Source: an optimization exercise on an open RTL-to-GDS flow (aim: small area, a short achievable clock period and few clock cycles per item). Production flows keep margins and buffers that such runs may drop.
Only simulation tests tie the RTL to the original design; equivalence was not proved.

## flow/design.v (module list and top-level ports; edited modules follow where they fit)
// module llf_booth: 15 lines
// module llf_mac: 946 lines
// module llf_seq: 106 lines
// module ladder_lowpass_filter_core: 218 lines
module ladder_lowpass_filter_core #(
  parameter int SAMPLE_BITS    = llf_pkg::SAMPLE_BITS_DEF,
  parameter int COEF_FRAC_BITS = llf_pkg::COEF_FRAC_BITS_DEF
) (
  input  logic                              clk_i,
  input  logic                              rst_ni,
  input  logic                              cfg_we_i,
  input  logic [llf_pkg::CFG_ADDR_W-1:0]    cfg_addr_i,
  input  logic [llf_pkg::CFG_DATA_W-1:0]    cfg_wdata_i,
  input  logic                              s_axis_tvalid,
  output logic                              s_axis_tready,
  input  logic [((SAMPLE_BITS+7)/8)*8-1:0]  s_axis_tdata,   
  output logic                              m_axis_tvalid,
  input  logic                              m_axis_tready,
  output logic [((SAMPLE_BITS+7)/8)*8-1:0]  m_axis_tdata    
);
  // ...
==> flow/run.sh <==
#!/bin/bash
# synth_recipe.tcl (not shown) runs the flow's synth.tcl, then flattens the netlist and writes it again
# the make line also repeats each setting of config.mk as NAME=value (left out here)
make -C /OpenROAD-flow-scripts/flow DESIGN_CONFIG=/design/flow/config.mk WORK_HOME=/design/flow/orfs CLKGATE_MAP_FILE= SYNTH_SCRIPT=/design/flow/synth_recipe.tcl finish
==> flow/config.mk <==
export PLATFORM = sky130hd
export DESIGN_NAME = ladder_lowpass_filter_core
export DESIGN_NICKNAME = ladder_lowpass_filter_core
export VERILOG_FILES = /design/flow/design.v
export SDC_FILE = /design/flow/constraint.sdc
export NUM_CORES = 4
export LEC_CHECK = 0
export CAP_MARGIN = 20
export CORE_MARGIN = 2
export CORE_UTILIZATION = 40
export SLEW_MARGIN = 20
==> flow/constraint.sdc <==
create_clock -name core_clock -period 16.0 [get_ports {clk_i}]
set_input_delay 3.2000 -clock core_clock [delete_from_list [all_inputs] [get_ports {clk_i}]]
set_output_delay 3.2000 -clock core_clock [all_outputs]
set_load 0.01 [all_outputs]
==> run notes, run 1 <==
Hold Startpoint n_q[4]$_DFFE_PP_; count leader, synth inv_1; status finished clean; Slew headroom 21.5%; Crit path depth 16; ys flop type dfrtp_1; routability cong. 0.968; initial antenna violation count 2; row count 131; largest cell class by area multi-input combinational cells; # placed instances 6461; M1 WL 70.4 mm; crit path buf inv count 2; Synth Area in Compound Gates 16.7%; area occupied by multi-input gates 30600 um2; clock network area share 4.94%; Initial Utilization 40.4%; Synth Area in XOR/XNOR 8.71%; biggest regs pc_q: 57 flops, ps_q: 57 flops; post-synthesis sequential area ratio 33.9%; maxcap violations 0; Post-Synth Simple-Gate Area 7.34%
Testbench counts, summed over its fixed seeds: cycles 26,304, items 1,536.
==> inputs of run 2 (changes only) <==
--- a/flow/config.mk
+++ b/flow/config.mk
@@ -5,6 +5,7 @@
 export SDC_FILE = /design/flow/constraint.sdc
 export NUM_CORES = 4
 export LEC_CHECK = 0
+export ABC_AREA = 1
 export CAP_MARGIN = 20
 export CORE_MARGIN = 2
 export CORE_UTILIZATION = 40
==> run 2 against run 1 <==
Against the previous run:
- still clean
- critical path depth grew 9
- sequential share of layout area is 1.0 points lower
- final cell count is 24% higher
- area after synthesis rose by 3.1%
- final area rose by 3.2%
- clock skew is 27 ps lower
- global-route usage up 4.6 points
- setup slack lost 190 ps
- first-iteration DRC count grew 16%
- synthesized cell count rose by 29%
- critical path type unchanged
- critical endpoint is now p_q[2]$_DFFE_PP_
==> run notes, run 2 <==
Yosys reg bits 701; post-synth top area cell fa_1; Slew headroom 11.4% (-10 points); share of layout cells above drive strength 1 5.45%; post-route setup slack 8710 ps; CTS buffer count 80; nets@finish 7006; Total Wirelength 219 mm; global-route wire length before repair 315 mm; hold buffers post-CTS 0; Initial Utilization 40.4% (about the same); CTS sink cnt 701; worst hold path class flip-flop to flip-flop; routability cong. 1.01 (+4.4%); worst skew pair latency 700 ps; row count 133 (+1.5%); RSZ-0062 raised after global routing no; vias 47200; Total GRT Usage 31.7%; worst reg2reg startpoint u_seq.ctl2_q[11]$_DFF_PN0_; Synth Warn # 2; DRT Pass-1 Iters 10; postcts setup bufs 0; Distinct cells, synth 67; area delta synth->final 10.1%; CTS H-tree depth 3; most frequent cells in the layout nand2_1 (1269), inv_1 (1069), xor2_1 (473); port bufs 82; leading cell type in the layout, fill and taps excluded nand2_1; biggest regs pc_q: 57 flops, ps_q: 57 flops; Routed Antenna Nets 0; fmax 0.137 GHz; final setup fails 0; Avg WL per Cell 26.6 um; CTS root buf clkbuf_16; Die H 369 um; Post-synth top cells nand2_1 (1271), inv_1 (1072), xor2_1 (473); count leader, synth nand2_1; Core Footprint 132000 um2; ys flop type dfrtp_1; Final min period 7290 ps; Mapped Cells 6444; Synth Area per Inst 8.27 um2; Post-CTS Resized 0; final hold vios 0; DP Worst Slack 9080 ps; crit path from u_seq.ctl2_q[11]$_DFF_PN0_; total grt overflow 0; Post-synth EDFFs 212; vias in the first global route 45300; pin count of the biggest net entering global routing 86; status finished clean; Vias per Instance 5.74; maxcap violations 0 (unchanged); TritonCTS clock tree built; Crit Path Max Fanout 56; Hold Startpoint n_q[6]$_DFFE_PP_; Initial DRC Count 6095; clock skew 39.1 ps; clk buf depth 3; post-synthesis sequential area ratio 32.9% (-1.0 points); DRC 0; post-synth top area share 15.6%; synth top area cells fa_1 (16%), dfrtp_1 (12%), edfxtp_1 (12%), nand2_1 (9.0%), dfxtp_1 (8.3%); initial antenna violation count 4 (+2); Net Count, Synth 7061; total negative slack 0 ps; Async S/R FF share, synth 38.4%; fill cell count 13100; hpwl dp 160 mm; I/O pin count 83; Least-Margin Pin Slew 1320 ps; area of the mapped netlist 53300 um2; final period utilization 45.5%; die area 136000 um2; Slew Viols, Final 0; Die X 369 um; Startpoint Class flip-flop; data required time of the worst path 16440 ps; kind of critical path flip-flop to flip-flop; Worst-path clk slew 60 ps; Crit. End Element flip-flop; Critical Path AT 7730 ps
[run 2: cell count changes after synthesis, moves of 204 or more]
| cell | delta |
|---|---|
| a22oi_1 | -411 |
| inv_1 | +492 |
| mux2_2 | -225 |
| nand2_1 | +1022 |
| o21ai_0 | +241 |
| o22ai_1 | +432 |
| xnor2_1 | -204 |
[run 2: cells by family after synthesis]
| logic type | count (synthesis) | share of synthesized area [%] |
|---|---|---|
| and+or+nand+nor | 2042 | 16.2 |
| buffers and inverters | 1468 | 10.5 |
| AOI/OAI and AO/OA | 1171 | 13.1 |
| DFF | 701 | 32.9 |
| adders and majority gates | 560 | 19.0 |
| xor gates and xnor gates | 500 | 8.22 |
| muxes | 2 | 0.0399 |
[run 2: final timing paths]
check	endpoint	slack, ps	cells past startpoint
setup reg to reg	p_q[2]$_DFFE_PP_	8710	25
min in group asynchronous	s1_q[19]$_DFFE_PN0P_	2540	1
setup / recovery	p_q[2]$_DFFE_PP_	8710	25
hold / removal	val_q[6]$_DFF_P_	460	2
max in group asynchronous	stage_gain_q[8]$_DFFE_PN0P_	11240	3
hold reg to reg	val_q[6]$_DFF_P_	460	2
[run 2: worst max-delay path: stages (launching register included)]
cell,delay [ps]
dfrtp_1,530
inv_1,110
nor2_1,170
clkinv_1,490
buf_4,430
o221ai_1,190
o21ai_0,320
fa_1,610
inv_1,40
ha_1,360
nand2_1,120
inv_1,80
nand2_1,70
nand2_1,160
o21bai_1,220
a21oi_1,120
nand2_1,280
nand2_1,170
nand3_1,80
nand2_1,250
inv_1,270
nand2_2,560
buf_4,690
nand2_1,380
nand2_1,130
nand2_1,70
[run 2: layer usage]
layer,track usage (%),share of wire [%],vias up
li1,-,-,20600
met1,43.7,41,23100
met2,46.3,42,2915
met3,8.20,12,551
met4,15.0,5.5,8
met5,0,0.023,-
[run 2: layout make-up]
class	count	area, um2	area share, %
timing repair buffer	194	1710	2.91
inverter	1137	4280	7.30
antenna	4	10.0	0.0171
tap	1755	2200	3.75
clock inverter	33	395	0.674
sequential	701	17500	29.9
multi-input combinational	4275	30200	51.5
clock buffer	116	2330	3.98
[run 2: through the flow]
| step | std cells | utilization (%) | area (um2) | hold slack, ps |
|---|---|---|---|---|
| floorplan | 6444 | - | 53300 | 435 |
| global placement | 8060 | 42.4 | 55800 | 447 |
| detailed placement | 8061 | 42.4 | 55900 | 450 |
| CTS | 8210 | 44.5 | 58600 | 465 |
| global route | 8211 | 44.5 | 58600 | 485 |
| finish | 8215 | 44.5 | 58600 | 465 |
==> inputs of run 3 (changes only) <==
--- a/flow/config.mk
+++ b/flow/config.mk
@@ -6,7 +6,7 @@
 export NUM_CORES = 4
 export LEC_CHECK = 0
 export ABC_AREA = 1
-export CAP_MARGIN = 20
+export CAP_MARGIN = 60
 export CORE_MARGIN = 2
 export CORE_UTILIZATION = 40
-export SLEW_MARGIN = 20
+export SLEW_MARGIN = 60
==> run 3 against run 2 <==
Against the previous run:
- still clean on timing, DRC and antenna
- via count barely moved
- highest routed layer unchanged
- largest cell class unchanged
- wire length is 0.18% higher
==> run notes, run 3 <==
status finished clean; CTS root buf clkbuf_16; Crit Path Max Fanout 56 (unchanged); Die X 369 um (unchanged); share of layout cells above drive strength 1 6.60% (+1.2 points); count leader, synth nand2_1; Critical Path AT 7340 ps (-390 ps); hpwl dp 161 mm (+0.55%); data required time of the worst path 16440 ps (about the same); Routed Antenna Nets 0 (unchanged); Vias per Instance 5.73 (-0.19%); post-synthesis sequential area ratio 32.9% (unchanged); final period utilization 43.1% (-2.4 points); DRC 0 (unchanged); TritonCTS clock tree built; initial antenna violation count 5 (+1); ys flop type dfrtp_1; fmax 0.145 GHz (+5.7%); crit path buf inv count 6 (-1); port bufs 82 (unchanged); Post-CTS Resized 0 (unchanged); post-synth top area cell fa_1; Core Footprint 132000 um2 (unchanged); CTS H-tree depth 3 (unchanged); Post-synth top cells nand2_1 (1271), inv_1 (1072), xor2_1 (473); routability cong. 1.01 (unchanged); area of the mapped netlist 53300 um2 (unchanged); Distinct cells, synth 67 (unchanged); Die H 369 um (unchanged); postcts setup bufs 0 (unchanged); vias 47100 (-0.093%); area delta synth->final 11.2%; Post-synth EDFFs 212 (unchanged); hold buffers post-CTS 0 (unchanged); Crit. End Element flip-flop; Avg WL per Cell 26.6 um (about the same); clock skew 37.5 ps (-1.54 ps); final setup fails 0 (unchanged); synth top area cells fa_1 (16%), dfrtp_1 (12%), edfxtp_1 (12%), nand2_1 (9.0%), dfxtp_1 (8.3%); global-route wire length before repair 316 mm (+0.19%); most frequent cells in the layout nand2_1 (1269), inv_1 (1062), xor2_1 (464); maxcap violations 0 (unchanged); Yosys reg bits 701 (unchanged); Initial DRC Count 6677 (+9.5%); Worst path max stage delay 570 ps (-120 ps); row count 133 (unchanged); final hold vios 0 (unchanged); Initial Utilization 40.4% (unchanged); worst hold slack 463 ps (-1.70 ps); delay-heaviest family, CP simple AND/OR/NAND/NOR gates; worst skew pair latency 710 ps (about the same); Synth Warn # 2 (unchanged); Startpoint Class flip-flop; RSZ-0062 raised after global routing no; total grt overflow 0 (unchanged); kind of critical path flip-flop to flip-flop; post-synth top area share 15.6% (unchanged); Slew Viols, Final 0 (unchanged); Total GRT Usage 31.7% (about the same); Net Count, Synth 7061 (unchanged); fill cell count 13000 (-0.80%); Worst-path clk slew 60 ps (about the same); leading cell type in the layout, fill and taps excluded nand2_1; slowest CP cell dfrtp_1; vias in the first global route 45100 (-0.55%); Synth Area per Inst 8.27 um2 (unchanged); CTS sink cnt 701 (unchanged); Slew headroom 53.0% (+42 points); Mapped Cells 6444 (unchanged); Async S/R FF share, synth 38.4% (unchanged); total negative slack 0 ps (unchanged); biggest regs pc_q: 57 flops, ps_q: 57 flops; I/O pin count 83 (unchanged); most used cell, CP nand2_1; Least-Margin Pin Slew 700 ps (-624 ps); worst hold path class flip-flop to flip-flop; CTS buffer count 80 (unchanged); crit-path cells inv_1 > nor2_1 > clkinv_1 > o221ai_1 > o21ai_0 > fa_1 > inv_1 > ha_1 > nand2_1 > nor2_1 > inv_1 > nor4_1 > nand2_1 > nor3_1 > nand2_1 > nand2_1 > nand2_1 > nand2_1 > inv_1 > nand2_4 > buf_6 > nand2_1 > nand2_1 > nand2_1; Final min period 6900 ps (-390 ps); DRT Pass-1 Iters 6 (-4); clk buf depth 3 (unchanged); die area 136000 um2 (unchanged); Total Wirelength 219 mm (+0.18%); nets@finish 7016 (+0.14%); pin count of the biggest net entering global routing 73 (-15%)
run 3: cell count changes in the layout (fill, tap and decap cells not counted), sizes merged, moves of 2 or more:
cell,change
diode,-3
inv,-4
buf,+9
clkinvlp,+2
clkinv,+8
clkbuf,-6
run 3: per-stage QoR:
step / utilization (%) / area, um2 / worst slack [ps] / cells
global route: 45.0 / 59300 / 8870 / 8222
global placement: 42.4 / 55800 / 9180 / 8060
CTS: 44.8 / 59100 / 9410 / 8218
floorplan: - / 53300 / 11330 / 6444
detailed placement: 42.8 / 56400 / 9430 / 8068
finish: 45.0 / 59300 / 9100 / 8223
run 3: routing by layer:
metal  up-vias  wire (um)  part of all wire, %  global-route usage, %
li1      20600          -                    -                      -
met1     23100      89100                   41                   43.9
met2      2898      91800                   42                   46.2
met3       535      26100                   12                   8.27
met4         4      12000                  5.5                   14.8
met5         -         26                0.012                      0
run 3: final timing paths:
check                                                start                          end  slack [ps]  depth (start not counted)
max in group asynchronous                           rst_ni  stage_gain_q[8]$_DFFE_PN0P_       12160                          5
min in group asynchronous                           rst_ni         s4_q[18]$_DFFE_PN0P_        2330                          1
worst max register to register  u_seq.ctl2_q[11]$_DFF_PN0_             p_q[2]$_DFFE_PP_        9100                         24
worst max-delay path            u_seq.ctl2_q[11]$_DFF_PN0_             p_q[2]$_DFFE_PP_        9100                         24
worst min-delay path                      n_q[1]$_DFFE_PP_             val_q[1]$_DFF_P_         460                          2
worst min register to register            n_q[1]$_DFFE_PP_             val_q[1]$_DFF_P_         460                          2
run 3: final cells by class:
| cell class | instances | area (um2) | share of cell area (%) |
|---|---|---|---|
| Multi-Input combinational cell | 4275 | 30500 | 51.5 |
| Sequential cell | 701 | 17500 | 29.6 |
| Inverter | 1137 | 4320 | 7.29 |
| Clock buffer | 110 | 2280 | 3.84 |
| Tap cell | 1755 | 2200 | 3.70 |
| Timing Repair Buffer | 204 | 1970 | 3.33 |
| Clock inverter | 40 | 464 | 0.783 |
| Antenna cell | 1 | 2.50 | 0.00422 |
run 3: worst min-delay path: stages, from the launching register on:
cell      delay (ps)
edfxtp_1         310
nand2_1           50
nand4_1           70
run 3: kinds of logic (layout without fill, tap and decap cells):
| group | Yosys count | count (layout) | synth area share [%] |
|---|---|---|---|
| AO/OA/AOI/OAI | 1171 | 1171 | 13.1 |
| XOR/XNOR | 500 | 500 | 8.22 |
| adder cells (fa/ha/maj) | 560 | 560 | 19.0 |
| buffers and inverters | 1468 | 1491 | 10.5 |
| flip-flops | 701 | 701 | 32.9 |
| multiplexers | 2 | 2 | 0.0399 |
| other | 0 | 1 | 0 |
| AND/OR/NAND/NOR | 2042 | 2042 | 16.2 |
==> module llf_seq, before the edit <==
module llf_seq (
  input  logic                      clk_i,
  input  logic                      rst_ni,
  input  logic                      in_valid_i,   
  input  logic                      cfg_we_i,     
  input  logic                      out_full_i,   
  output logic                      in_ready_o,   
  output logic                      out_load_o,   
  output llf_pkg::llf_ctl1_t        ctl1_o,       
  output llf_pkg::llf_ctl2_t        ctl2_o        
);
  logic [SLOT_W-1:0] slot_q, slot_d, nom_d;
  logic              tail_q, tail_d;    
  logic              head_q, head_d;    
  logic              rdy_q;
  logic              b4_q;
  logic              stall;
  logic              take;
  llf_pkg::llf_ctl1_t ctl1_d;
  llf_pkg::llf_ctl2_t ctl2_q;
  llf_pkg::llf_ctl2_t ctl2_d;
  assign stall      = b4_q && tail_q && out_full_i;
  assign out_load_o = b4_q && tail_q && !out_full_i;
  assign in_ready_o = rdy_q;
  assign take       = rdy_q && in_valid_i;
  always_comb begin
    slot_d = slot_q;
    tail_d = tail_q;
    head_d = head_q;
    if (slot_q == SL_P1) begin
      head_d = take;
      if (take || tail_q) slot_d = slot_q + SLOT_W'(1);
    end else if (slot_q == SL_LAST) begin
      slot_d = head_q ? SL_Y : SL_P1;
      tail_d = head_q;
      head_d = 1'b0;
    end else if (!stall) begin
      slot_d = slot_q + SLOT_W'(1);
    end
  end
  always_comb begin
    nom_d = slot_q + SLOT_W'(1);
    if (slot_q == SL_P1 && !tail_q) nom_d = SL_P1;
    else if (slot_q == SL_LAST) nom_d = head_q ? SL_Y : SL_P1;
    else if (stall) nom_d = slot_q;
  end
  always_comb begin
    begin ctl1_d.vsel = V_N; ctl1_d.csel = C_B; ctl1_d.sub = 1'b0; ctl1_d.tsel = TA_0; end
    case (nom_d)
      SL_Y:  begin ctl1_d.vsel = V_FT; ctl1_d.csel = C_NORM; ctl1_d.sub = 1'b0; ctl1_d.tsel = TA_0; end
      SL_K:  begin ctl1_d.vsel = V_FL; ctl1_d.csel = C_K; ctl1_d.sub = 1'b1; ctl1_d.tsel = TA_X; end
      SL_A4: begin ctl1_d.vsel = V_Y; ctl1_d.csel = C_A; ctl1_d.sub = 1'b1; ctl1_d.tsel = TA_0; end
      SL_B1: begin ctl1_d.vsel = V_FL; ctl1_d.csel = C_B; ctl1_d.sub = 1'b0; ctl1_d.tsel = TA_0; end
      SL_B2: begin ctl1_d.vsel = V_FL; ctl1_d.csel = C_B; ctl1_d.sub = 1'b0; ctl1_d.tsel = TA_0; end
      SL_A1: begin ctl1_d.vsel = V_N; ctl1_d.csel = C_A; ctl1_d.sub = 1'b1; ctl1_d.tsel = TA_BU; end
      SL_A2: begin ctl1_d.vsel = V_FL; ctl1_d.csel = C_A; ctl1_d.sub = 1'b1; ctl1_d.tsel = TA_FP; end
      SL_B3: begin ctl1_d.vsel = V_N; ctl1_d.csel = C_B; ctl1_d.sub = 1'b0; ctl1_d.tsel = TA_0; end
      SL_P1: begin ctl1_d.vsel = V_S1; ctl1_d.csel = C_B; ctl1_d.sub = 1'b0; ctl1_d.tsel = TA_0; end
      SL_A3: begin ctl1_d.vsel = V_FL; ctl1_d.csel = C_A; ctl1_d.sub = 1'b1; ctl1_d.tsel = TA_FP; end
      SL_P2: begin ctl1_d.vsel = V_FL; ctl1_d.csel = C_B; ctl1_d.sub = 1'b0; ctl1_d.tsel = TA_0; end
      SL_B4: begin ctl1_d.vsel = V_N; ctl1_d.csel = C_B; ctl1_d.sub = 1'b0; ctl1_d.tsel = TA_0; end
      SL_T:  begin ctl1_d.vsel = V_X; ctl1_d.csel = C_G4; ctl1_d.sub = 1'b0; ctl1_d.tsel = TA_0; end
      SL_P3: begin ctl1_d.vsel = V_P; ctl1_d.csel = C_B; ctl1_d.sub = 1'b0; ctl1_d.tsel = tail_q ? TA_FL : TA_S4; end
      default: ;
    endcase
  end
  always_comb begin
    ctl2_d = '0;
    case (slot_q)
      SL_Y:  begin ctl2_d.wy = 1'b1; ctl2_d.lz = 1'b1; end
      SL_K:  begin ctl2_d.wn = 1'b1; ctl2_d.lz = 1'b1; end
      SL_A4: ctl2_d.wq = 1'b1;
      SL_B1: begin ctl2_d.wbu = 1'b1; ctl2_d.wn = 1'b1; ctl2_d.lsel = LA_S1; end
      SL_B2: begin ctl2_d.wbu = 1'b1; ctl2_d.wn = 1'b1; ctl2_d.lsel = LA_S2; end
      SL_A1: begin ctl2_d.ws1 = tail_q; ctl2_d.lz = 1'b1; end
      SL_A2: begin ctl2_d.ws2 = tail_q; ctl2_d.lz = 1'b1; end
      SL_B3: begin ctl2_d.wbu = 1'b1; ctl2_d.wn = 1'b1; ctl2_d.lsel = LA_S3; end
      SL_P1: begin ctl2_d.wp = 1'b1; ctl2_d.lsel = LA_S2; end
      SL_A3: begin ctl2_d.ws3 = tail_q; ctl2_d.lz = 1'b1; end
      SL_P2: begin ctl2_d.wp = 1'b1; ctl2_d.lsel = LA_S3; end
      SL_B4: begin ctl2_d.ws4 = tail_q; ctl2_d.lsel = LA_Q; end
      SL_T:  ctl2_d.wq = 1'b1;
      SL_P3: begin ctl2_d.wpt = 1'b1; ctl2_d.lsel = LA_Q; end
      default: ;
    endcase
  end
  always_ff @(posedge clk_i or negedge rst_ni) begin
    if (!rst_ni) begin
      slot_q <= SL_P1;
      tail_q <= 1'b0;
      head_q <= 1'b0;
      rdy_q  <= 1'b0;
      b4_q   <= 1'b0;
      ctl2_q <= '0;
    end else begin
      slot_q <= slot_d;
      tail_q <= tail_d;
      head_q <= head_d;
      rdy_q  <= (slot_d == SL_P1) && !cfg_we_i;
      b4_q   <= (slot_d == SL_B4);
      ctl2_q <= ctl2_d;
    end
  end
  assign ctl1_o = ctl1_d;
  assign ctl2_o = ctl2_q;
endmodule
==> module ladder_lowpass_filter_core, before the edit <==
module ladder_lowpass_filter_core #(
  parameter int SAMPLE_BITS    = llf_pkg::SAMPLE_BITS_DEF,
  parameter int COEF_FRAC_BITS = llf_pkg::COEF_FRAC_BITS_DEF
) (
  input  logic                              clk_i,
  input  logic                              rst_ni,
  input  logic                              cfg_we_i,
  input  logic [llf_pkg::CFG_ADDR_W-1:0]    cfg_addr_i,
  input  logic [llf_pkg::CFG_DATA_W-1:0]    cfg_wdata_i,
  input  logic                              s_axis_tvalid,
  output logic                              s_axis_tready,
  input  logic [((SAMPLE_BITS+7)/8)*8-1:0]  s_axis_tdata,   
  output logic                              m_axis_tvalid,
  input  logic                              m_axis_tready,
  output logic [((SAMPLE_BITS+7)/8)*8-1:0]  m_axis_tdata    
);
  localparam int TDATA_W = ((SAMPLE_BITS + 7) / 8) * 8;
  localparam logic signed [ACC_W-1:0] SMAX = 32'sh7FFFFFFF >>> (ACC_W - SAMPLE_BITS);
  localparam logic signed [ACC_W-1:0] SMIN = ~SMAX;
  logic [STAGE_GAIN_W-1:0]  stage_gain_q;
  logic [POLE_COEF_W-1:0]   pole_coef_q;
  logic [GAIN_FOURTH_W-1:0] gain_fourth_q;
  logic [RESONANCE_W-1:0]   resonance_q;
  logic [OUTPUT_NORM_W-1:0] output_norm_q;
  logic signed [31:0]            s1_q, s2_q, s3_q, s4_q;
  logic signed [31:0]            p_q, y_q, n_q;
  logic signed [33:0]            bu_q, q_q;
  logic signed [SAMPLE_BITS-1:0] x_q;
  logic [57:0]                   ps_q, pc_q;
  logic [57:0]                   ps_d, pc_d;
  logic                          out_valid_q;
  logic [SAMPLE_BITS-1:0]        out_data_q;
  logic signed [31:0]            y_clamp;
  llf_pkg::llf_ctl1_t            ctl1;
  llf_pkg::llf_ctl2_t            ctl2;
  logic                          in_ready;
  logic                          in_acc;
  logic                          out_load;
  logic signed [31:0]            val;
  logic signed [25:0]            coef;
  logic signed [33:0]            tadd;
  logic signed [33:0]            ladd;
  logic signed [31:0]            val_q;
  logic [12:0]                   one_q, two_q, ng_q;
  logic [12:0]                   one_d, two_d, ng_d;
  logic                          sub_q;
  logic signed [33:0]            tadd_q;
  assign in_acc = s_axis_tvalid && in_ready;
  always_ff @(posedge clk_i or negedge rst_ni) begin
    if (!rst_ni) begin
      stage_gain_q  <= '0;
      pole_coef_q   <= POLE_COEF_RST;
      gain_fourth_q <= '0;
      resonance_q   <= '0;
      output_norm_q <= OUTPUT_NORM_RST;
    end else if (cfg_we_i) begin
      case (cfg_addr_i)
        REG_STAGE_GAIN:  stage_gain_q  <= cfg_wdata_i[STAGE_GAIN_W-1:0];
        REG_POLE_COEF:   pole_coef_q   <= cfg_wdata_i[POLE_COEF_W-1:0];
        REG_GAIN_FOURTH: gain_fourth_q <= cfg_wdata_i[GAIN_FOURTH_W-1:0];
        REG_RESONANCE:   resonance_q   <= cfg_wdata_i[RESONANCE_W-1:0];
        REG_OUTPUT_NORM: output_norm_q <= cfg_wdata_i[OUTPUT_NORM_W-1:0];
        default: ;
      endcase
    end
  end
  llf_seq u_seq (
    .clk_i      (clk_i),
    .rst_ni     (rst_ni),
    .in_valid_i (s_axis_tvalid),
    .cfg_we_i   (cfg_we_i),
    .out_full_i (out_valid_q),
    .in_ready_o (in_ready),
    .out_load_o (out_load),
    .ctl1_o     (ctl1),
    .ctl2_o     (ctl2)
  );
  llf_mac u_mac (
    .val_i  (val_q),
    .one_i  (one_q),
    .two_i  (two_q),
    .ng_i   (ng_q),
    .sub_i  (sub_q),
    .add_i  (tadd_q),
    .s_o    (ps_d),
    .c_o    (pc_d)
  );
  always_ff @(posedge clk_i) begin
    ps_q <= ps_d;
    pc_q <= pc_d;
  end
  logic [57:0]        la58, cs_s, cs_c, plain_x, late_x;
  logic signed [35:0] plain, late;
  logic signed [31:0] late_sat, t_val;
  logic signed [33:0] q_m1;
  always_comb begin
    case (ctl2.lsel)
      LA_S1:   ladd = 34'(s1_q);
      LA_S2:   ladd = 34'(s2_q);
      LA_S3:   ladd = 34'(s3_q);
      default: ladd = q_q;
    endcase
    if (ctl2.lz) ladd = '0;
  end
  assign la58 = {36'(ladd), 22'd0};
  assign cs_s = {ps_q[57:22] ^ pc_q[57:22] ^ la58[57:22], ps_q[21:0]};
  assign cs_c = {(ps_q[56:22] & pc_q[56:22]) | (ps_q[56:22] & la58[56:22]) | (pc_q[56:22] & la58[56:22]),
                 1'b0, pc_q[21:0]};
  assign plain_x = ps_q + pc_q;
  assign late_x  = cs_s + cs_c;
  assign plain   = plain_x[57:22];
  assign late    = late_x[57:22];
  function automatic [31:0] sat32(input [35:0] v);
    if (v[35:31] == 5'b00000 || v[35:31] == 5'b11111) sat32 = v[31:0];
    else if (v[35]) sat32 = 32'h80000000;
    else sat32 = 32'h7FFFFFFF;
  endfunction
  assign late_sat  = sat32(late);
  assign q_m1 = q_q - 34'sd1;
  always_comb begin
    if (plain[35:31] == 5'b00000 || plain[35:31] == 5'b11111) begin
      t_val = late_sat;
    end else if (!plain[35]) begin
      t_val = q_q[33] ? {1'b0, q_m1[30:0]} : 32'sh7FFFFFFF;
    end else begin
      t_val = (q_q[33] || q_q == '0) ? 32'sh80000000 : {1'b1, q_q[30:0]};
    end
  end
  always_comb begin
    case (ctl1.vsel)
      V_FL:    val = late_sat;
      V_FT:    val = t_val;
      V_Y:     val = y_q;
      V_S1:    val = s1_q;
      V_X:     val = 32'(x_q);
      V_P:     val = p_q;
      default: val = n_q;
    endcase
    case (ctl1.csel)
      C_A:     coef = 26'(signed'(pole_coef_q));
      C_G4:    coef = 26'(signed'({1'b0, gain_fourth_q}));
      C_K:     coef = 26'(signed'({1'b0, resonance_q}));
      C_NORM:  coef = 26'(signed'({1'b0, output_norm_q}));
      default: coef = 26'(signed'({1'b0, stage_gain_q}));
    endcase
    case (ctl1.tsel)
      TA_X:    tadd = 34'(x_q);
      TA_BU:   tadd = bu_q;
      TA_FP:   tadd = plain[33:0];
      TA_FL:   tadd = 34'(late_sat);
      TA_S4:   tadd = 34'(s4_q);
      default: tadd = '0;
    endcase
  end
  llf_booth u_booth (
    .coef_i (coef),
    .sub_i  (ctl1.sub),
    .one_o  (one_d),
    .two_o  (two_d),
    .ng_o   (ng_d)
  );
  always_ff @(posedge clk_i) begin
    val_q  <= val;
    one_q  <= one_d;
    two_q  <= two_d;
    ng_q   <= ng_d;
    sub_q  <= ctl1.sub;
    tadd_q <= tadd;
  end
  always_ff @(posedge clk_i) begin
    if (in_acc) x_q <= s_axis_tdata[SAMPLE_BITS-1:0];
    if (ctl2.wy) y_q <= late_sat;
    if (ctl2.wn) n_q <= late_sat;
    if (ctl2.wbu) bu_q <= plain[33:0];
    if (ctl2.wq) q_q <= plain[33:0];
    if (ctl2.wp) p_q <= late_sat;
    else if (ctl2.wpt) p_q <= t_val;
  end
  always_ff @(posedge clk_i or negedge rst_ni) begin
    if (!rst_ni) begin
      s1_q <= '0;
      s2_q <= '0;
      s3_q <= '0;
      s4_q <= '0;
    end else begin
      if (ctl2.ws1) s1_q <= late_sat;
      if (ctl2.ws2) s2_q <= late_sat;
      if (ctl2.ws3) s3_q <= late_sat;
      if (ctl2.ws4) s4_q <= late_sat;
    end
  end
  always_comb begin
    if (y_q > SMAX) begin
      y_clamp = SMAX;
    end else if (y_q < SMIN) begin
      y_clamp = SMIN;
    end else begin
      y_clamp = y_q;
    end
  end
  always_ff @(posedge clk_i or negedge rst_ni) begin
    if (!rst_ni) begin
      out_valid_q <= 1'b0;
    end else if (out_load) begin
      out_valid_q <= 1'b1;
    end else if (m_axis_tready) begin
      out_valid_q <= 1'b0;
    end
  end
  always_ff @(posedge clk_i) begin
    if (out_load) begin
      out_data_q <= y_clamp[SAMPLE_BITS-1:0];
    end
  end
  assign s_axis_tready = in_ready;
  assign m_axis_tvalid = out_valid_q;
  assign m_axis_tdata  = TDATA_W'(out_data_q);
endmodule
==> inputs of run 4 (changes only) <==
--- a/flow/design.v
+++ b/flow/design.v
@@ -38,7 +38,8 @@
   localparam logic [2:0] C_B = 3'd0, C_A = 3'd1, C_G4 = 3'd2, C_K = 3'd3, C_NORM = 3'd4;
   localparam logic [2:0] TA_0 = 3'd0, TA_X = 3'd1, TA_BU = 3'd2, TA_FP = 3'd3, TA_FL = 3'd4,
                          TA_S4 = 3'd5;
-  localparam logic [1:0] LA_S1 = 2'd0, LA_S2 = 2'd1, LA_S3 = 2'd2, LA_Q = 2'd3;
+  localparam logic [2:0] LA_0 = 3'd0, LA_S1 = 3'd1, LA_S2 = 3'd2, LA_S3 = 3'd3, LA_Q = 3'd4,
+                         LA_F = 3'd5;
   typedef struct packed {
     logic [2:0] vsel;
     logic [2:0] csel;
@@ -46,8 +47,6 @@
     logic [2:0] tsel;
   } llf_ctl1_t;
   typedef struct packed {
-    logic [1:0] lsel;
-    logic       lz;     
     logic       wy;     
     logic       wn;     
     logic       wbu;    
@@ -1031,7 +1030,8 @@
   output logic                      in_ready_o,   
   output logic                      out_load_o,   
   output llf_pkg::llf_ctl1_t        ctl1_o,       
-  output llf_pkg::llf_ctl2_t        ctl2_o        
+  output llf_pkg::llf_ctl2_t        ctl2_o,       
+  output logic [2:0]                lsel_o        
 );
   logic [SLOT_W-1:0] slot_q, slot_d, nom_d;
   logic              tail_q, tail_d;    
@@ -1091,20 +1091,33 @@
   always_comb begin
     ctl2_d = '0;
     case (slot_q)
-      SL_Y:  begin ctl2_d.wy = 1'b1; ctl2_d.lz = 1'b1; end
-      SL_K:  begin ctl2_d.wn = 1'b1; ctl2_d.lz = 1'b1; end
+      SL_Y:  begin ctl2_d.wy = 1'b1; end
+      SL_K:  begin ctl2_d.wn = 1'b1; end
       SL_A4: ctl2_d.wq = 1'b1;
-      SL_B1: begin ctl2_d.wbu = 1'b1; ctl2_d.wn = 1'b1; ctl2_d.lsel = LA_S1; end
-      SL_B2: begin ctl2_d.wbu = 1'b1; ctl2_d.wn = 1'b1; ctl2_d.lsel = LA_S2; end
-      SL_A1: begin ctl2_d.ws1 = tail_q; ctl2_d.lz = 1'b1; end
-      SL_A2: begin ctl2_d.ws2 = tail_q; ctl2_d.lz = 1'b1; end
-      SL_B3: begin ctl2_d.wbu = 1'b1; ctl2_d.wn = 1'b1; ctl2_d.lsel = LA_S3; end
-      SL_P1: begin ctl2_d.wp = 1'b1; ctl2_d.lsel = LA_S2; end
-      SL_A3: begin ctl2_d.ws3 = tail_q; ctl2_d.lz = 1'b1; end
-      SL_P2: begin ctl2_d.wp = 1'b1; ctl2_d.lsel = LA_S3; end
-      SL_B4: begin ctl2_d.ws4 = tail_q; ctl2_d.lsel = LA_Q; end
+      SL_B1: begin ctl2_d.wbu = 1'b1; ctl2_d.wn = 1'b1; end
+      SL_B2: begin ctl2_d.wbu = 1'b1; ctl2_d.wn = 1'b1; end
+      SL_A1: begin ctl2_d.ws1 = tail_q; end
+      SL_A2: begin ctl2_d.ws2 = tail_q; end
+      SL_B3: begin ctl2_d.wbu = 1'b1; ctl2_d.wn = 1'b1; end
+      SL_P1: begin ctl2_d.wp = 1'b1; end
+      SL_A3: begin ctl2_d.ws3 = tail_q; end
+      SL_P2: begin ctl2_d.wp = 1'b1; end
+      SL_B4: begin ctl2_d.ws4 = tail_q; end
       SL_T:  ctl2_d.wq = 1'b1;
-      SL_P3: begin ctl2_d.wpt = 1'b1; ctl2_d.lsel = LA_Q; end
+      SL_P3: begin ctl2_d.wpt = 1'b1; end
+      default: ;
+    endcase
+  end
+  always_comb begin
+    lsel_o = LA_0;
+    case (slot_q)
+      SL_B1: lsel_o = LA_S1;
+      SL_B2: lsel_o = LA_S2;
+      SL_B3: lsel_o = LA_S3;
+      SL_P1: lsel_o = LA_S2;
+      SL_P2: lsel_o = tail_q ? LA_F : LA_S3;
+      SL_B4: lsel_o = LA_Q;
+      SL_P3: lsel_o = LA_F;
       default: ;
     endcase
   end
@@ -1170,7 +1183,8 @@
   logic signed [31:0]            val;
   logic signed [25:0]            coef;
   logic signed [33:0]            tadd;
-  logic signed [33:0]            ladd;
+  logic signed [33:0]            ladd, ladd_q;
+  logic [2:0]                    lsel;
   logic signed [31:0]            val_q;
   logic [12:0]                   one_q, two_q, ng_q;
   logic [12:0]                   one_d, two_d, ng_d;
@@ -1204,7 +1218,8 @@
     .in_ready_o (in_ready),
     .out_load_o (out_load),
     .ctl1_o     (ctl1),
-    .ctl2_o     (ctl2)
+    .ctl2_o     (ctl2),
+    .lsel_o     (lsel)
   );
   llf_mac u_mac (
     .val_i  (val_q),
@@ -1224,16 +1239,7 @@
   logic signed [35:0] plain, late;
   logic signed [31:0] late_sat, t_val;
   logic signed [33:0] q_m1;
-  always_comb begin
-    case (ctl2.lsel)
-      LA_S1:   ladd = 34'(s1_q);
-      LA_S2:   ladd = 34'(s2_q);
-      LA_S3:   ladd = 34'(s3_q);
-      default: ladd = q_q;
-    endcase
-    if (ctl2.lz) ladd = '0;
-  end
-  assign la58 = {36'(ladd), 22'd0};
+  assign la58 = {36'(ladd_q), 22'd0};
   assign cs_s = {ps_q[57:22] ^ pc_q[57:22] ^ la58[57:22], ps_q[21:0]};
   assign cs_c = {(ps_q[56:22] & pc_q[56:22]) | (ps_q[56:22] & la58[56:22]) | (pc_q[56:22] & la58[56:22]),
                  1'b0, pc_q[21:0]};
@@ -1274,6 +1280,14 @@
       C_NORM:  coef = 26'(signed'({1'b0, output_norm_q}));
       default: coef = 26'(signed'({1'b0, stage_gain_q}));
     endcase
+    case (lsel)
+      LA_S1:   ladd = 34'(s1_q);
+      LA_S2:   ladd = 34'(s2_q);
+      LA_S3:   ladd = 34'(s3_q);
+      LA_Q:    ladd = q_q;
+      LA_F:    ladd = 34'(late_sat);
+      default: ladd = '0;
+    endcase
     case (ctl1.tsel)
       TA_X:    tadd = 34'(x_q);
       TA_BU:   tadd = bu_q;
@@ -1297,6 +1311,7 @@
     ng_q   <= ng_d;
     sub_q  <= ctl1.sub;
     tadd_q <= tadd;
+    ladd_q <= ladd;
   end
   always_ff @(posedge clk_i) begin
     if (in_acc) x_q <= s_axis_tdata[SAMPLE_BITS-1:0];
--- a/flow/config.mk
+++ b/flow/config.mk
@@ -5,8 +5,7 @@
 export SDC_FILE = /design/flow/constraint.sdc
 export NUM_CORES = 4
 export LEC_CHECK = 0
-export ABC_AREA = 1
-export CAP_MARGIN = 60
+export CAP_MARGIN = 20
 export CORE_MARGIN = 2
 export CORE_UTILIZATION = 40
-export SLEW_MARGIN = 60
+export SLEW_MARGIN = 20
==> run 4 against run 3 <==
Against the previous run:
- hold slack better by 13 ps
- final area is 2.7% lower
- sequential share of layout area rose by 1.9 points
- first-iteration DRC count decreased by 22%
- still clean
- area after synthesis decreased by 1.6%
- critical path type unchanged
- synthesized cell count down 20%
- core utilization is 0.56 points lower
- fmax is 17% higher
- global-route usage fell by 4.6 points
==> run notes, run 4 <==
hpwl dp 128 mm (-20%); synth top area cells fa_1 (16%), dfrtp_1 (12%), edfxtp_1 (12%), dfxtp_1 (9.7%), a22oi_1 (6.0%); multiplexer share of the synthesized area 5.11% (+5.1 points); Post-synth EDFFs 212 (unchanged); final period utilization 37.0% (-6.1 points); Startpoint Class flip-flop; biggest regs pc_q: 57 flops, ps_q: 57 flops; worst hold path class flip-flop to flip-flop; Crit Path Max Fanout 21 (-63%); ys flop type dfrtp_1; Routed Antenna Nets 0 (unchanged); initial antenna violation count 0 (-5); Core Util, Final 44.4% (-0.56 points); Hold Startpoint n_q[3]$_DFFE_PP_; Total Wirelength 186 mm (-15%); Post-Synth Simple-Gate Area 7.85% (-8.4 points); dpl cell area 54800 um2 (-2.8%); worst reg2reg startpoint ps_q[39]$_DFF_P_; most frequent cells in the layout inv_1 (450), a22oi_1 (420), fa_1 (415); final setup fails 0 (unchanged); CTS sink cnt 732 (+4.4%); total negative slack 0 ps (unchanged); post-route design area 57600 um2 (-2.7%); Critical Path AT 6440 ps (-900 ps); data required time of the worst path 16520 ps (+80 ps); Mapped Cells 5167 (-20%); Final min period 5920 ps (-977 ps); CTS buffer count 85 (+6.3%); Reg2Reg Capture Point val_q[14]$_DFF_P_; routability cong. 0.985 (-2.6%); fill cell count 12400 (-4.7%); slowest CP cell nor4_1; Slew headroom 23.6% (-29 points); RSZ-0062 raised after global routing no; Distinct cells, synth 99 (+48%); row count 132 (-0.75%); post-synth top area cell fa_1; Least-Margin Pin Slew 1140 ps (+442 ps); reg2reg setup slack 10080 ps (+980 ps); hold endpoint val_q[3]$_DFF_P_; Avg WL per Cell 27.2 um (+2.2%); post-synth top area share 15.9% (+0.26 points); main combinational cell family by area after synthesis adder cells; kind of critical path flip-flop to flip-flop; area of the mapped netlist 52400 um2 (-1.6%); vias in the first global route 41800 (-7.2%); DRT Pass-1 Iters 9 (+3); adder-cell share of the synthesized area 19.3% (+0.31 points); crit path buf inv count 1 (-5); crit-path cells ha_1 > nand4_1 > nor4_1 > nand3b_1 > a21oi_1 > nor3_1 > o21a_1 > buf_4 > nand3_1 > o32a_2 > and2_1 > a211oi_1 > a31oi_1; post-synthesis sequential area ratio 34.6% (+1.7 points); Initial DRC Count 5200 (-22%); pin count of the biggest net entering global routing 97 (+33%); Crit. End Element flip-flop; Die H 366 um (-0.80%); total grt overflow 0 (unchanged); CTS H-tree depth 3 (unchanged); Initial Utilization 40.4% (-0.045 points); Worst Hold Path Cells 2 (unchanged); area delta synth->final 9.98%; Synth Warn # 2 (unchanged); worst hold slack 476 ps (+13.0 ps); status finished clean; fmax 0.169 GHz (+17%); DRC 0 (unchanged); port bufs 82 (unchanged); nets@finish 5642 (-20%); Die X 366 um (-0.80%); Synth Area in Compound Gates 18.3% (+5.1 points); clk buf depth 3 (unchanged); delay-heaviest family, CP simple AND/OR/NAND/NOR gates; global-route wire length before repair 276 mm (-13%); Post-CTS Resized 0 (unchanged); final hold vios 0 (unchanged); count leader, synth inv_1; Async S/R FF share, synth 36.3% (-2.0 points); leading cell type in the layout, fill and taps excluded inv_1; worst skew pair latency 720 ps (about the same); hold buffers post-CTS 0 (unchanged); CTS root buf clkbuf_16; Worst path max stage delay 900 ps (+330 ps); I/O pin count 83 (unchanged); postcts setup bufs 0 (unchanged); share of layout cells above drive strength 1 11.9% (+5.3 points); Vias per Instance 6.07 (+6.0%); die area 134000 um2 (-1.6%); clock skew 35.1 ps (-2.39 ps); Total GRT Usage 27.2% (-4.6 points); vias 41500 (-12%); Synth Area in XOR/XNOR 8.49% (+0.27 points); maxcap violations 0 (unchanged); Worst R2R Path Depth 13 (-46%); Crit path depth 13 (-46%); Net Count, Synth 5784 (-18%); Post-synth top cells inv_1 (450), a22oi_1 (420), fa_1 (415); Yosys reg bits 732 (+4.4%); Worst-path clk slew 70 ps (about the same); Core Footprint 130000 um2 (-1.5%); TritonCTS clock tree built; Slew Viols, Final 0 (unchanged); Synth Area per Inst 10.1 um2 (+23%)
-- run 4: logic make-up after synthesis --
kind of cell / after synthesis
XOR/XNOR: 508
buffers and inverters: 878
multiplexers: 239
flip-flops: 732
AO/OA/AOI/OAI: 1348
adder cells (fa/ha/maj): 560
AND/OR/NAND/NOR: 902
-- run 4: worst max path at each step --
stage / from / endpoint / slack, ps
floorplan: s_axis_tvalid / u_seq.b4_q$_DFF_PN0_ / 11200
global placement: u_seq.slot_q[0]$_DFF_PN0_ / two_q[11]$_DFF_P_ / 10310
detailed placement: cfg_we_i / gain_fourth_q[2]$_DFFE_PN0P_ / 10300
CTS: ps_q[39]$_DFF_P_ / val_q[14]$_DFF_P_ / 10330
global route: ps_q[39]$_DFF_P_ / val_q[14]$_DFF_P_ / 10000
finish: ps_q[39]$_DFF_P_ / val_q[14]$_DFF_P_ / 10080
-- run 4: layout make-up --
type / instances / area (um2) / area share (%)
Clock buffer: 118 / 2420 / 4.20
Antenna cell: 2 / 5.00 / 0.00868
Inverter: 453 / 1700 / 2.95
Timing Repair Buffer: 196 / 1690 / 2.93
Sequential cell: 732 / 18200 / 31.5
Tap cell: 1742 / 2180 / 3.78
Multi-Input combinational cell: 3557 / 31100 / 53.9
Clock inverter: 41 / 432 / 0.749
-- run 4: metal layers --
layer  part of all wire [%]  vias up  global-route usage, %
met5                      0        -                      0
met1                     40    21000                   35.6
li1                       -    17800                      -
met4                    5.5        0                   13.6
met2                     46     2253                   43.1
met3                    8.6      492                   5.02
-- run 4: worst register-to-register path: cells and delay by family, from the launching register on --
family                   cells  cell delay [ps]
buffers and inverters        1              220
flip-flops                   1              330
adder cells (fa/ha/maj)      1              510
AO/OA/AOI/OAI                5             2070
AND/OR/NAND/NOR              6             2590
-- run 4: metrics by stage --
step           worst slack, ps  cells
2_1_floorplan            11200   5167
3_3_place_gp             10310   6679
3_5_place_dp             10300   6679
4_1_cts                  10330   6838
5_1_grt                  10000   6839
6_report                 10080   6841
Testbench counts of run 4, summed over its fixed seeds: cycles 26,304, items 1,536.
==> inputs of run 5 (changes only) <==
--- a/flow/design.v
+++ b/flow/design.v
@@ -36,8 +36,7 @@
   localparam logic [2:0] V_FL = 3'd1, V_FT = 3'd2, V_Y = 3'd3,
                          V_N  = 3'd4, V_S1 = 3'd5, V_X  = 3'd6, V_P = 3'd7;
   localparam logic [2:0] C_B = 3'd0, C_A = 3'd1, C_G4 = 3'd2, C_K = 3'd3, C_NORM = 3'd4;
-  localparam logic [2:0] TA_0 = 3'd0, TA_X = 3'd1, TA_BU = 3'd2, TA_FP = 3'd3, TA_FL = 3'd4,
-                         TA_S4 = 3'd5;
+  localparam logic [2:0] TA_0 = 3'd0, TA_X = 3'd1, TA_FP = 3'd3, TA_FL = 3'd4, TA_S4 = 3'd5;
   localparam logic [2:0] LA_0 = 3'd0, LA_S1 = 3'd1, LA_S2 = 3'd2, LA_S3 = 3'd3, LA_Q = 3'd4,
                          LA_F = 3'd5;
   typedef struct packed {
@@ -45,11 +44,11 @@
     logic [2:0] csel;
     logic       sub;
     logic [2:0] tsel;
+    logic       ten;    
   } llf_ctl1_t;
   typedef struct packed {
     logic       wy;     
     logic       wn;     
-    logic       wbu;    
     logic       wq;     
     logic       wp;     
     logic       wpt;    
@@ -1069,22 +1068,22 @@
     else if (stall) nom_d = slot_q;
   end
   always_comb begin
-    begin ctl1_d.vsel = V_N; ctl1_d.csel = C_B; ctl1_d.sub = 1'b0; ctl1_d.tsel = TA_0; end
+    begin ctl1_d.vsel = V_N; ctl1_d.csel = C_B; ctl1_d.sub = 1'b0; ctl1_d.tsel = TA_0; ctl1_d.ten = 1'b0; end
     case (nom_d)
       SL_Y:  begin ctl1_d.vsel = V_FT; ctl1_d.csel = C_NORM; ctl1_d.sub = 1'b0; ctl1_d.tsel = TA_0; end
-      SL_K:  begin ctl1_d.vsel = V_FL; ctl1_d.csel = C_K; ctl1_d.sub = 1'b1; ctl1_d.tsel = TA_X; end
+      SL_K:  begin ctl1_d.vsel = V_FL; ctl1_d.csel = C_K; ctl1_d.sub = 1'b1; ctl1_d.tsel = TA_X; ctl1_d.ten = 1'b1; end
       SL_A4: begin ctl1_d.vsel = V_Y; ctl1_d.csel = C_A; ctl1_d.sub = 1'b1; ctl1_d.tsel = TA_0; end
       SL_B1: begin ctl1_d.vsel = V_FL; ctl1_d.csel = C_B; ctl1_d.sub = 1'b0; ctl1_d.tsel = TA_0; end
-      SL_B2: begin ctl1_d.vsel = V_FL; ctl1_d.csel = C_B; ctl1_d.sub = 1'b0; ctl1_d.tsel = TA_0; end
-      SL_A1: begin ctl1_d.vsel = V_N; ctl1_d.csel = C_A; ctl1_d.sub = 1'b1; ctl1_d.tsel = TA_BU; end
-      SL_A2: begin ctl1_d.vsel = V_FL; ctl1_d.csel = C_A; ctl1_d.sub = 1'b1; ctl1_d.tsel = TA_FP; end
+      SL_B2: begin ctl1_d.vsel = V_FL; ctl1_d.csel = C_B; ctl1_d.sub = 1'b0; ctl1_d.tsel = TA_FP; end
+      SL_A1: begin ctl1_d.vsel = V_N; ctl1_d.csel = C_A; ctl1_d.sub = 1'b1; ctl1_d.tsel = TA_0; ctl1_d.ten = 1'b1; end
+      SL_A2: begin ctl1_d.vsel = V_FL; ctl1_d.csel = C_A; ctl1_d.sub = 1'b1; ctl1_d.tsel = TA_FP; ctl1_d.ten = 1'b1; end
       SL_B3: begin ctl1_d.vsel = V_N; ctl1_d.csel = C_B; ctl1_d.sub = 1'b0; ctl1_d.tsel = TA_0; end
       SL_P1: begin ctl1_d.vsel = V_S1; ctl1_d.csel = C_B; ctl1_d.sub = 1'b0; ctl1_d.tsel = TA_0; end
-      SL_A3: begin ctl1_d.vsel = V_FL; ctl1_d.csel = C_A; ctl1_d.sub = 1'b1; ctl1_d.tsel = TA_FP; end
+      SL_A3: begin ctl1_d.vsel = V_FL; ctl1_d.csel = C_A; ctl1_d.sub = 1'b1; ctl1_d.tsel = TA_FP; ctl1_d.ten = 1'b1; end
       SL_P2: begin ctl1_d.vsel = V_FL; ctl1_d.csel = C_B; ctl1_d.sub = 1'b0; ctl1_d.tsel = TA_0; end
       SL_B4: begin ctl1_d.vsel = V_N; ctl1_d.csel = C_B; ctl1_d.sub = 1'b0; ctl1_d.tsel = TA_0; end
       SL_T:  begin ctl1_d.vsel = V_X; ctl1_d.csel = C_G4; ctl1_d.sub = 1'b0; ctl1_d.tsel = TA_0; end
-      SL_P3: begin ctl1_d.vsel = V_P; ctl1_d.csel = C_B; ctl1_d.sub = 1'b0; ctl1_d.tsel = tail_q ? TA_FL : TA_S4; end
+      SL_P3: begin ctl1_d.vsel = V_P; ctl1_d.csel = C_B; ctl1_d.sub = 1'b0; ctl1_d.tsel = tail_q ? TA_FL : TA_S4; ctl1_d.ten = 1'b1; end
       default: ;
     endcase
   end
@@ -1094,11 +1093,11 @@
       SL_Y:  begin ctl2_d.wy = 1'b1; end
       SL_K:  begin ctl2_d.wn = 1'b1; end
       SL_A4: ctl2_d.wq = 1'b1;
-      SL_B1: begin ctl2_d.wbu = 1'b1; ctl2_d.wn = 1'b1; end
-      SL_B2: begin ctl2_d.wbu = 1'b1; ctl2_d.wn = 1'b1; end
+      SL_B1: begin ctl2_d.wn = 1'b1; end
+      SL_B2: begin ctl2_d.wn = 1'b1; end
       SL_A1: begin ctl2_d.ws1 = tail_q; end
       SL_A2: begin ctl2_d.ws2 = tail_q; end
-      SL_B3: begin ctl2_d.wbu = 1'b1; ctl2_d.wn = 1'b1; end
+      SL_B3: begin ctl2_d.wn = 1'b1; end
       SL_P1: begin ctl2_d.wp = 1'b1; end
       SL_A3: begin ctl2_d.ws3 = tail_q; end
       SL_P2: begin ctl2_d.wp = 1'b1; end
@@ -1168,7 +1167,7 @@
   logic [OUTPUT_NORM_W-1:0] output_norm_q;
   logic signed [31:0]            s1_q, s2_q, s3_q, s4_q;
   logic signed [31:0]            p_q, y_q, n_q;
-  logic signed [33:0]            bu_q, q_q;
+  logic signed [33:0]            q_q;
   logic signed [SAMPLE_BITS-1:0] x_q;
   logic [57:0]                   ps_q, pc_q;
   logic [57:0]                   ps_d, pc_d;
@@ -1190,6 +1189,7 @@
   logic [12:0]                   one_d, two_d, ng_d;
   logic                          sub_q;
   logic signed [33:0]            tadd_q;
+  logic                          ten_q;
   assign in_acc = s_axis_tvalid && in_ready;
   always_ff @(posedge clk_i or negedge rst_ni) begin
     if (!rst_ni) begin
@@ -1227,7 +1227,7 @@
     .two_i  (two_q),
     .ng_i   (ng_q),
     .sub_i  (sub_q),
-    .add_i  (tadd_q),
+    .add_i  (tadd_q & {34{ten_q}}),
     .s_o    (ps_d),
     .c_o    (pc_d)
   );
@@ -1290,11 +1290,10 @@
     endcase
     case (ctl1.tsel)
       TA_X:    tadd = 34'(x_q);
-      TA_BU:   tadd = bu_q;
       TA_FP:   tadd = plain[33:0];
       TA_FL:   tadd = 34'(late_sat);
       TA_S4:   tadd = 34'(s4_q);
-      default: tadd = '0;
+      default: tadd = tadd_q;
     endcase
   end
   llf_booth u_booth (
@@ -1311,13 +1310,13 @@
     ng_q   <= ng_d;
     sub_q  <= ctl1.sub;
     tadd_q <= tadd;
+    ten_q  <= ctl1.ten;
     ladd_q <= ladd;
   end
   always_ff @(posedge clk_i) begin
     if (in_acc) x_q <= s_axis_tdata[SAMPLE_BITS-1:0];
     if (ctl2.wy) y_q <= late_sat;
     if (ctl2.wn) n_q <= late_sat;
-    if (ctl2.wbu) bu_q <= plain[33:0];
     if (ctl2.wq) q_q <= plain[33:0];
     if (ctl2.wp) p_q <= late_sat;
     else if (ctl2.wpt) p_q <= t_val;
==> run 5 against run 4 <==
Against the previous run:
- count of clock-buffer cells in the layout decreased by 7
- die area fell by 1.9%
- core utilization fell by 0.18 points
- sequential cell count is 34 lower
- final area is 2.2% lower
- highest routed layer unchanged
- global-route usage down 0.14 points
==> run notes, run 5 <==
TritonCTS clock tree built; Reg2Reg Capture Point ladd_q[14]$_DFF_P_; clk buf depth 3 (unchanged); DRC 0 (unchanged); count leader, synth a22oi_1; Net Count, Synth 5629 (-2.7%); fmax 0.159 GHz (-5.7%); CTS sink cnt 698 (-4.6%); Crit Path Max Fanout 54 (+160%); share of layout cells above drive strength 1 12.3% (+0.34 points); worst hold path class flip-flop to flip-flop; Post-synth EDFFs 212 (unchanged); Initial Utilization 40.3% (-0.078 points); reg2reg setup slack 9720 ps (-360 ps); Distinct cells, synth 102 (+3.0%); post-synth top area share 16.2% (+0.32 points); Slew Viols, Final 0 (unchanged); worst skew pair latency 720 ps (about the same); total negative slack 0 ps (unchanged); global-route wire length before repair 267 mm (-3.2%); dpl cell area 53600 um2 (-2.1%); post-route design area 56400 um2 (-2.2%); Startpoint Class flip-flop; vias 40400 (-2.7%); DP Worst Slack 9800 ps (-498 ps); Final min period 6280 ps (+360 ps); Post-synth top cells a22oi_1 (458), inv_1 (423), fa_1 (415); final setup fails 0 (unchanged); Worst Hold Path Cells 2 (unchanged); post-synth top area cell fa_1; Vias per Instance 6.13 (+0.96%); post-route setup slack 9720 ps (-360 ps); ys flop type dfrtp_1; GRT Max-Usage Layer met2; final hold vios 0 (unchanged); row count 131 (-0.76%); met2 Use GR 42.1% (-1.0 points); hpwl dp 123 mm (-4.6%); Die X 362 um (-0.97%); most frequent cells in the layout a22oi_1 (458), inv_1 (423), fa_1 (415); area of the mapped netlist 51400 um2 (-2.0%); Crit. End Element flip-flop; CTS buffer count 82 (-3.5%); Post-CTS Resized 0 (unchanged); met1 GRT Util 35.5% (-0.14 points); Core Footprint 128000 um2 (-1.8%); maxcap violations 0 (unchanged); port bufs 82 (unchanged); crit-path cells inv_1 > fa_1 > inv_1 > ha_1 > and2_1 > nand3_1 > nor2_1 > o21ai_1 > nand2_1 > a31oi_2 > xor2_2 > inv_2 > or2_2 > buf_4 > o21a_1 > inv_2 > nor2_1 > o32ai_1; synth top area cells fa_1 (16%), dfrtp_1 (13%), edfxtp_1 (12%), dfxtp_1 (8.6%), a22oi_1 (6.7%); routability cong. 0.950 (-3.5%); Critical Path AT 6820 ps (+380 ps); Avg WL per Cell 27.3 um (+0.46%); Initial DRC Count 4987 (-4.1%); worst reg2reg startpoint ps_q[23]$_DFF_P_; clock skew 54.0 ps (+18.9 ps); delay-heaviest family, CP simple AND/OR/NAND/NOR gates; post-synthesis sequential area ratio 33.9% (-0.64 points); die area 131000 um2 (-1.9%); Async S/R FF share, synth 38.0% (+1.6 points); Slew headroom 23.5% (-0.095 points); Routed Antenna Nets 0 (unchanged); RSZ-0062 raised after global routing no; Least-Margin Pin Slew 1140 ps (-1.22 ps); Hold Startpoint n_q[21]$_DFFE_PP_; Die H 362 um (-0.97%); Yosys reg bits 698 (-4.6%); area delta synth->final 9.76%; leading cell type in the layout, fill and taps excluded a22oi_1; total grt overflow 0 (unchanged); vias in the first global route 41000 (-2.0%); I/O pin count 83 (unchanged); initial antenna violation count 3 (+3); Mapped Cells 5012 (-3.0%); slowest CP cell xor2_2; status finished clean; nets@finish 5478 (-2.9%); Worst path max stage delay 720 ps (-180 ps); CTS root buf clkbuf_16; biggest regs pc_q: 57 flops, ps_q: 57 flops; final period utilization 39.3% (+2.3 points); DRT Pass-1 Iters 8 (-1); pin count of the biggest net entering global routing 83 (-14%); Total Wirelength 180 mm (-3.2%); met3 GRT Util 4.99% (-0.034 points); postcts setup bufs 0 (unchanged); data required time of the worst path 16540 ps (+20 ps); Worst-path clk slew 60 ps (about the same); hold endpoint val_q[21]$_DFF_P_; Worst R2R Path Depth 18 (+5); hold buffers post-CTS 0 (unchanged); Total GRT Usage 27.0% (-0.14 points); Synth Warn # 2 (unchanged); crit path buf inv count 5 (+4); kind of critical path flip-flop to flip-flop; Synth Area per Inst 10.3 um2 (+1.1%); CTS H-tree depth 3 (unchanged)
-- run 5: cell count changes after synthesis, moves of 38 or more --
| cell | delta |
|---|---|
| a22oi_1 | +38 |
| mux2i_1 | +47 |
| nand2_1 | -70 |
| nand3_1 | -38 |
| nor2_1 | -86 |
| o21ai_0 | +42 |
-- run 5: kinds of logic after synthesis --
logic type                 Yosys count  share of synthesized area, %
AOI/OAI and AO/OA                 1368                          18.0
buffers and inverters              861                          6.44
and+or+nand+nor                    703                          6.51
DFF                                698                          33.9
adders and majority gates          560                          19.7
xor gates and xnor gates           519                          8.86
muxes                              303                          6.53
-- run 5: through the flow --
stage	util [%]	hold slack (ps)	cells
floorplan	-	430	5012
global placement	42.0	455	6439
detailed placement	42.0	464	6439
CTS	44.2	478	6592
global route	44.2	484	6592
finish	44.2	473	6593
-- run 5: area by class of cell --
cell class                      count  area (um2)
Timing Repair Buffer              195        1680
Tap cell                         1662        2080
Clock buffer                      111        2290
Antenna cell                        1        2.50
Fill cell                       12000       71100
Sequential cell                   698       17500
Multi-Input combinational cell   3453       30800
Inverter                          431        1620
Clock inverter                     42         500
-- run 5: routing by layer --
metal | up-vias | part of all wire, %
met1 | 20400 | 39
met2 | 2284 | 45
met4 | 0 | 6.2
met3 | 502 | 9.1
met5 | - | 0
li1 | 17200 | -
-- run 5: worst max-delay path by stage --
stage          depth (start not counted)                   end  slack, ps             start
3_3_place_gp                          18    ladd_q[14]$_DFF_P_       9350  ps_q[23]$_DFF_P_
2_1_floorplan                          7  u_seq.b4_q$_DFF_PN0_      11270     s_axis_tvalid
5_1_grt                               18    ladd_q[14]$_DFF_P_       9490  ps_q[23]$_DFF_P_
4_1_cts                               18    ladd_q[14]$_DFF_P_       9780  ps_q[23]$_DFF_P_
3_5_place_dp                          18    ladd_q[14]$_DFF_P_       9800  ps_q[23]$_DFF_P_
6_report                              18    ladd_q[14]$_DFF_P_       9720  ps_q[23]$_DFF_P_
-- run 5: worst reg2reg max path, stage by stage, from the launching register on --
cell	delay, ps
dfxtp_1	330
inv_1	70
fa_1	540
inv_1	50
ha_1	310
and2_1	320
nand3_1	190
nor2_1	650
o21ai_1	330
nand2_1	200
a31oi_2	130
xor2_2	720
inv_2	530
or2_2	430
buf_4	340
o21a_1	340
inv_2	110
nor2_1	50
o32ai_1	480
Testbench counts of run 5, summed over its fixed seeds: cycles 26,304, items 1,536.

## static timing again, ports no longer ideal
The flow's constraints put no driver on any port. The routed layouts listed below were extracted and timed again, unchanged, in two steps. Step 1 (the two cells are an assumption about what drives the block):
set clk [get_ports {clk_i}]
set_driving_cell -lib_cell sky130_fd_sc_hd__clkbuf_16 $clk
set_driving_cell -lib_cell sky130_fd_sc_hd__buf_2 [delete_from_list [all_inputs] $clk]
Step 2 adds t to the input delays and takes it off the output delays; t is the mean of the earliest and latest rising clock arrival at the registers after step 1. Input paths then give back, and output paths get back, about the clock's delay inside the block. Three values: ideal ports, drivers, drivers and shift; two values: the first two.
run | t, ns | slack for setup (ns) | cell pins on the clock port's net
run 1 | 0.742 | 8.902 / 8.902 / 8.902 | 1
run 2 | 0.754 | 8.713 / 8.713 / 8.713 | 1
run 3 | 0.764 | 9.103 / 9.103 / 9.103 | 1
run 4 | 0.769 | 10.080 / 10.080 / 10.080 | 1
run 5 | 0.772 | 9.720 / 9.720 / 9.720 | 1
After both steps every run listed still meets setup and hold.
